This is an optimization exercise on Yosys and OpenROAD, whose aim is small area, a short achievable clock period and few clock cycles per item, not a production implementation.
In this exercise RTL edits were held to simulation tests only and were not proved equivalent to the original.

## run 1
// matvec3
module matvec3
(
    input  logic               clk,
    input  logic               reset,
    input  logic               input_valid,
    output logic               input_ready,
    input  logic signed [13:0] input_data,
    output logic               output_valid,
    input  logic               output_ready,
    output logic signed [27:0] output_data
);
Size in the first run: about 1500 cells after synthesis, roughly 48 I/O pins, roughly 14000 um2 of cells after synthesis.
export LEC_CHECK = 0
export ABC_AREA = 1
export CAP_MARGIN = 20
export CORE_MARGIN = 2
export CORE_UTILIZATION = 40
export SETUP_SLACK_MARGIN = 4.1
export SLEW_MARGIN = 20
create_clock -name core_clock -period 7.0 [get_ports {clk}]
standard.sh (not shown) runs the stock make flow with config.mk's settings and CLKGATE_MAP_FILE= SYNTH_SCRIPT=/design/flow/synth_recipe.tcl, a recipe that flattens the netlist after the stock synthesis.
==> flow/flow/run.sh <==
#!/bin/bash
# The standard layout (standard.sh) with two changes:
# - clock tree synthesis adds no dummy loads to balance the tree, and
#   clusters up to 16 flip-flops within 90 um per leaf buffer;
# - the port buffers are buf_1 cells.
set -o pipefail
export CTS_ARGS="-sink_clustering_enable -repair_clock_nets -sink_clustering_size 16 -sink_clustering_max_diameter 90 -buf_list sky130_fd_sc_hd__clkbuf_8 -dont_use_dummy_load"
export BUFFER_PORTS_ARGS="-buffer_cell sky130_fd_sc_hd__buf_1"
bash standard.sh > standard.log 2>&1
Testbench counts of run 1, summed over its fixed seeds: cycles 4,680, items 1,152.
Edits applied to the flow inputs when going from run 1 to run 2:
Settings: setting CTS_BUF_LIST to sky130_fd_sc_hd__clkbuf_8 for the first time; changing SETUP_SLACK_MARGIN from 4.1 to 3.9; setting CTS_CLUSTER_SIZE to 40 for the first time.
==> flow/flow/run.sh <==
#!/bin/bash
# The standard layout (standard.sh) with two changes:
# - clock tree synthesis adds no dummy loads to balance the tree;
# - the port buffers are buf_1 cells.
set -o pipefail
export CTS_ARGS="-sink_clustering_enable -repair_clock_nets -sink_clustering_size 40 -buf_list sky130_fd_sc_hd__clkbuf_8 -dont_use_dummy_load"
export BUFFER_PORTS_ARGS="-buffer_cell sky130_fd_sc_hd__buf_1"
bash standard.sh > standard.log 2>&1
Results
Run 1 → run 2: area fraction in and, or, nand and nor cells after synthesis held steady; post-route standard cell area excluding fillers shrank by 1.8%; count of TritonRoute iterations in the first routing pass went up.
Changes in run 3 relative to run 2:
Settings: SETUP_SLACK_MARGIN: 3.9 -> 4.1; CTS_BUF_LIST: sky130_fd_sc_hd__clkbuf_8 -> sky130_fd_sc_hd__clkbuf_4.
==> flow/run.sh (new file) <==
#!/bin/bash
# synth_recipe.tcl (not shown) runs the flow's synth.tcl, then flattens the netlist and writes it again
# the make line also repeats each setting of config.mk as NAME=value (left out here)
make -C /OpenROAD-flow-scripts/flow DESIGN_CONFIG=/design/flow/config.mk WORK_HOME=/design/flow/orfs CLKGATE_MAP_FILE= SYNTH_SCRIPT=/design/flow/synth_recipe.tcl finish
removed: flow/flow/run.sh
removed: flow/standard.sh
- Comparing run 3 against run 2, there is no change at all in synthesized cell count.
- The run showing the greater critical path depth is run 3.
- Post-CTS setup buffer count for run 3: 3 up relative to run 2
- Against run 2, run 3 reports a placed wire-length estimate after detailed placement that is higher.
- The met3 routed wirelength in run 3 sits about 3.2% below the value recorded for run 2.
Inputs modified between run 3 and run 4:
Settings: a change of CTS_BUF_LIST from sky130_fd_sc_hd__clkbuf_4 to sky130_fd_sc_hd__clkbuf_8.
==> flow/flow/run.sh (new file) <==
#!/bin/bash
# The standard layout (standard.sh) with two changes:
# - clock tree synthesis adds no dummy loads to balance the tree;
# - the port buffers are buf_1 cells.
set -o pipefail
export CTS_ARGS="-sink_clustering_enable -repair_clock_nets -sink_clustering_size 40 -buf_list sky130_fd_sc_hd__clkbuf_8 -dont_use_dummy_load"
export BUFFER_PORTS_ARGS="-buffer_cell sky130_fd_sc_hd__buf_1"
bash standard.sh > standard.log 2>&1
==> flow/standard.sh (new file) <==
#!/bin/bash
# synth_recipe.tcl (not shown) runs the flow's synth.tcl, then flattens the netlist and writes it again
# the make line also repeats each setting of config.mk as NAME=value (left out here)
make -C /OpenROAD-flow-scripts/flow DESIGN_CONFIG=/design/flow/config.mk WORK_HOME=/design/flow/orfs CLKGATE_MAP_FILE= SYNTH_SCRIPT=/design/flow/synth_recipe.tcl "${@:-finish}"
removed: flow/run.sh
Notes after the runs:
- A endpoint of the worst setup timing path of add_i.r1[12] is what run 4 shows, while input_ready belongs to run 3.
- Compared with run 3, run 4 shows a number of antenna violations at the first check in global routing that is 1 lower.
- On fmax, run 4 does better than run 3.
- Compared with run 3, in run 4 met2 layer wire length in the routed design now sits lower; area added between synthesis and finish now sits lower; total met3 wirelength after detailed routing fell 7.9%; final layout net count dropped 1.3%.
- Summary — final worst setup slack, run 4 relative to run 3: higher, by 240 ps.

---

## run A
matvec3, a different RTL version from the one above (not shown whole).
Size in the first run: ~1500 cells after synthesis, about 310 flip-flops, roughly 0.014 mm2 of cells after synthesis.
==> flow/config.mk <==
export PLATFORM = sky130hd
export DESIGN_NAME = matvec3
export DESIGN_NICKNAME = matvec3
export VERILOG_FILES = /design/flow/design.v
export SDC_FILE = /design/flow/constraint.sdc
export NUM_CORES = 4
export LEC_CHECK = 0
export ABC_AREA = 1
export CAP_MARGIN = 20
export CORE_MARGIN = 2
export CORE_UTILIZATION = 55
export CTS_BUF_LIST = sky130_fd_sc_hd__clkbuf_8
export CTS_CLUSTER_SIZE = 40
export SETUP_SLACK_MARGIN = 4.1
export SLEW_MARGIN = 20
==> flow/constraint.sdc <==
create_clock -name core_clock -period 7.0 [get_ports {clk}]
set_input_delay 1.4000 -clock core_clock [delete_from_list [all_inputs] [get_ports {clk}]]
set_output_delay 1.4000 -clock core_clock [all_outputs]
set_load 0.01 [all_outputs]
run.sh (not shown) runs the stock make flow with config.mk's settings and CLKGATE_MAP_FILE= SYNTH_SCRIPT=/design/flow/synth_recipe.tcl, a recipe that flattens the netlist after the stock synthesis.
Stock flow here: none of the scripts above is used.
Testbench counts of run A, summed over its fixed seeds: cycles 4,680, items 1,152.
Inputs modified between run A and run B:
# run A
export LEC_CHECK = 0
export ABC_AREA = 1
export CAP_MARGIN = 20
export CORE_MARGIN = 2
export CORE_UTILIZATION = 55
export CTS_BUF_LIST = sky130_fd_sc_hd__clkbuf_8
export CTS_CLUSTER_SIZE = 40
export SETUP_SLACK_MARGIN = 4.1
export SLEW_MARGIN = 20
create_clock -name core_clock -period 7.0 [get_ports {clk}]
# run B
export LEC_CHECK = 0
export ABC_AREA = 1
export CAP_MARGIN = 20
export CORE_MARGIN = 2
export CORE_UTILIZATION = 40
export CTS_BUF_LIST = sky130_fd_sc_hd__clkbuf_8
export CTS_CLUSTER_SIZE = 40
export SETUP_SLACK_MARGIN = 4.3
export SLEW_MARGIN = 20
create_clock -name core_clock -period 7.0 [get_ports {clk}]
Findings:
- Run B vs. run A: post-route fraction of the period consumed by the critical path lower; signal arrival time at the worst endpoint lost 0.07 ns.
- Fmax: run B better than run A
- The total number of nets in the final design in run B was higher than what run A gave.
- On minimum hold slack, run A tracks run B almost exactly.
- Going from run A to run B, routed wire length climbed 1.8 mm, number of clock buffers in the layout grew by 3, cell count went up.
Inputs modified between run B and run C:
# run B
export LEC_CHECK = 0
export ABC_AREA = 1
export CAP_MARGIN = 20
export CORE_MARGIN = 2
export CORE_UTILIZATION = 40
export CTS_BUF_LIST = sky130_fd_sc_hd__clkbuf_8
export CTS_CLUSTER_SIZE = 40
export SETUP_SLACK_MARGIN = 4.3
export SLEW_MARGIN = 20
create_clock -name core_clock -period 7.0 [get_ports {clk}]
# run C
export LEC_CHECK = 0
export ABC_AREA = 1
export CAP_MARGIN = 20
export CORE_MARGIN = 2
export CORE_UTILIZATION = 40
export CTS_BUF_LIST = sky130_fd_sc_hd__clkbuf_4
export CTS_CLUSTER_SIZE = 40
export SETUP_SLACK_MARGIN = 4.1
export SLEW_MARGIN = 20
create_clock -name core_clock -period 7.0 [get_ports {clk}]
## What came out
- Routability-driven placement congestion ratio is higher on run B
- Relative to run B, post-detailed-route via-to-cell ratio has gone down in run C.
- Status: clock distribution area overhead in the final layout parity (run C, run B)
- Sort run C and run B by average wire per cell in the routed design desc -> top: run B
- Diff run B..run C | area of all sequential standard cells | negligible
- Run C against run B; via count is down by a few percent.
- On highest achievable clock rate, run B beats run C.
What run D does differently from run C at the input level:
# run C
export LEC_CHECK = 0
export ABC_AREA = 1
export CAP_MARGIN = 20
export CORE_MARGIN = 2
export CORE_UTILIZATION = 40
export CTS_BUF_LIST = sky130_fd_sc_hd__clkbuf_4
export CTS_CLUSTER_SIZE = 40
export SETUP_SLACK_MARGIN = 4.1
export SLEW_MARGIN = 20
create_clock -name core_clock -period 7.0 [get_ports {clk}]
# run D
export LEC_CHECK = 0
export ABC_AREA = 1
export CAP_MARGIN = 20
export CORE_MARGIN = 2
export CORE_UTILIZATION = 40
export CTS_BUF_LIST = sky130_fd_sc_hd__clkbuf_8
export CTS_CLUSTER_SIZE = 40
export SETUP_SLACK_MARGIN = 4.1
export SLEW_MARGIN = 20
create_clock -name core_clock -period 7.0 [get_ports {clk}]
==> flow/flow/run.sh (new file) <==
#!/bin/bash
# The standard layout (standard.sh) with two changes:
# - clock tree synthesis adds no dummy loads to balance the tree;
# - the port buffers are buf_1 cells.
set -o pipefail
export CTS_ARGS="-sink_clustering_enable -repair_clock_nets -sink_clustering_size 40 -buf_list sky130_fd_sc_hd__clkbuf_8 -dont_use_dummy_load"
export BUFFER_PORTS_ARGS="-buffer_cell sky130_fd_sc_hd__buf_1"
bash standard.sh > standard.log 2>&1
==> flow/standard.sh (new file) <==
#!/bin/bash
# synth_recipe.tcl (not shown) runs the flow's synth.tcl, then flattens the netlist and writes it again
# the make line also repeats each setting of config.mk as NAME=value (left out here)
make -C /OpenROAD-flow-scripts/flow DESIGN_CONFIG=/design/flow/config.mk WORK_HOME=/design/flow/orfs CLKGATE_MAP_FILE= SYNTH_SCRIPT=/design/flow/synth_recipe.tcl "${@:-finish}"
removed: flow/run.sh
==> notes.md <==
- Transition time at the pin with the least slew margin for run D: 0.10 ns up relative to run C
- Compared with run C, post-route non-filler standard cell count in run D decreased by a few percent.
- Via count of the first global-routing pass came out lower on run D than on run C.
- Combined flip-flop and latch cell area of run C is on par with run D.
- Between run D and run C, filler cell count is higher for run D, run C comes in under that.
- Fraction of final layout cells sized beyond drive strength 1 in run D is 3.0 points below run C.

afterwards: timing with drivers on the ports:
The flow's constraints put no driver on any port. The routed layouts listed below were extracted and timed again, unchanged, in two steps. Step 1, drivers: a clkbuf_16 drives clk and a buf_2 each remaining input, both assumed. Step 2 moves the port delays by t, midway between the first and last clock arrival at a register: inputs arrive t later, outputs are due t later. That takes back most of the time a late clock gives input paths. a / b / c = no drivers / after step 1 / after step 2; a / b = the first two.
| run | t (ns) | setup WS [ns] | worst setup path after step 2 | cell pins on the clock port's net |
|---|---|---|---|---|
| run 1 | 0.603 | 4.143 / 4.143 / 3.739 | input to register | 1 |
| run 2 | 0.584 | 3.965 / 3.965 / 3.610 | input to register | 1 |
| run 3 | 0.728 | 3.915 / 3.939 / 3.211 | input to register | 1 |
| run 4 | 0.582 | 4.152 / 4.152 / 3.733 | input to register | 1 |
| run A | 0.625 | 4.061 / 4.061 / 3.566 | input to register | 1 |
| run B | 0.638 | 4.135 / 4.135 / 3.606 | input to register | 1 |
| run C | 0.716 | 4.122 / 4.122 / 3.545 | input to register | 1 |
| run D | 0.592 | 4.128 / 4.128 / 3.718 | input to register | 1 |
After both steps every run listed still meets setup and hold. For run 3, which loses most, drivers alone change the setup slack by +0.024 ns; drivers and shift together by -0.704 ns.
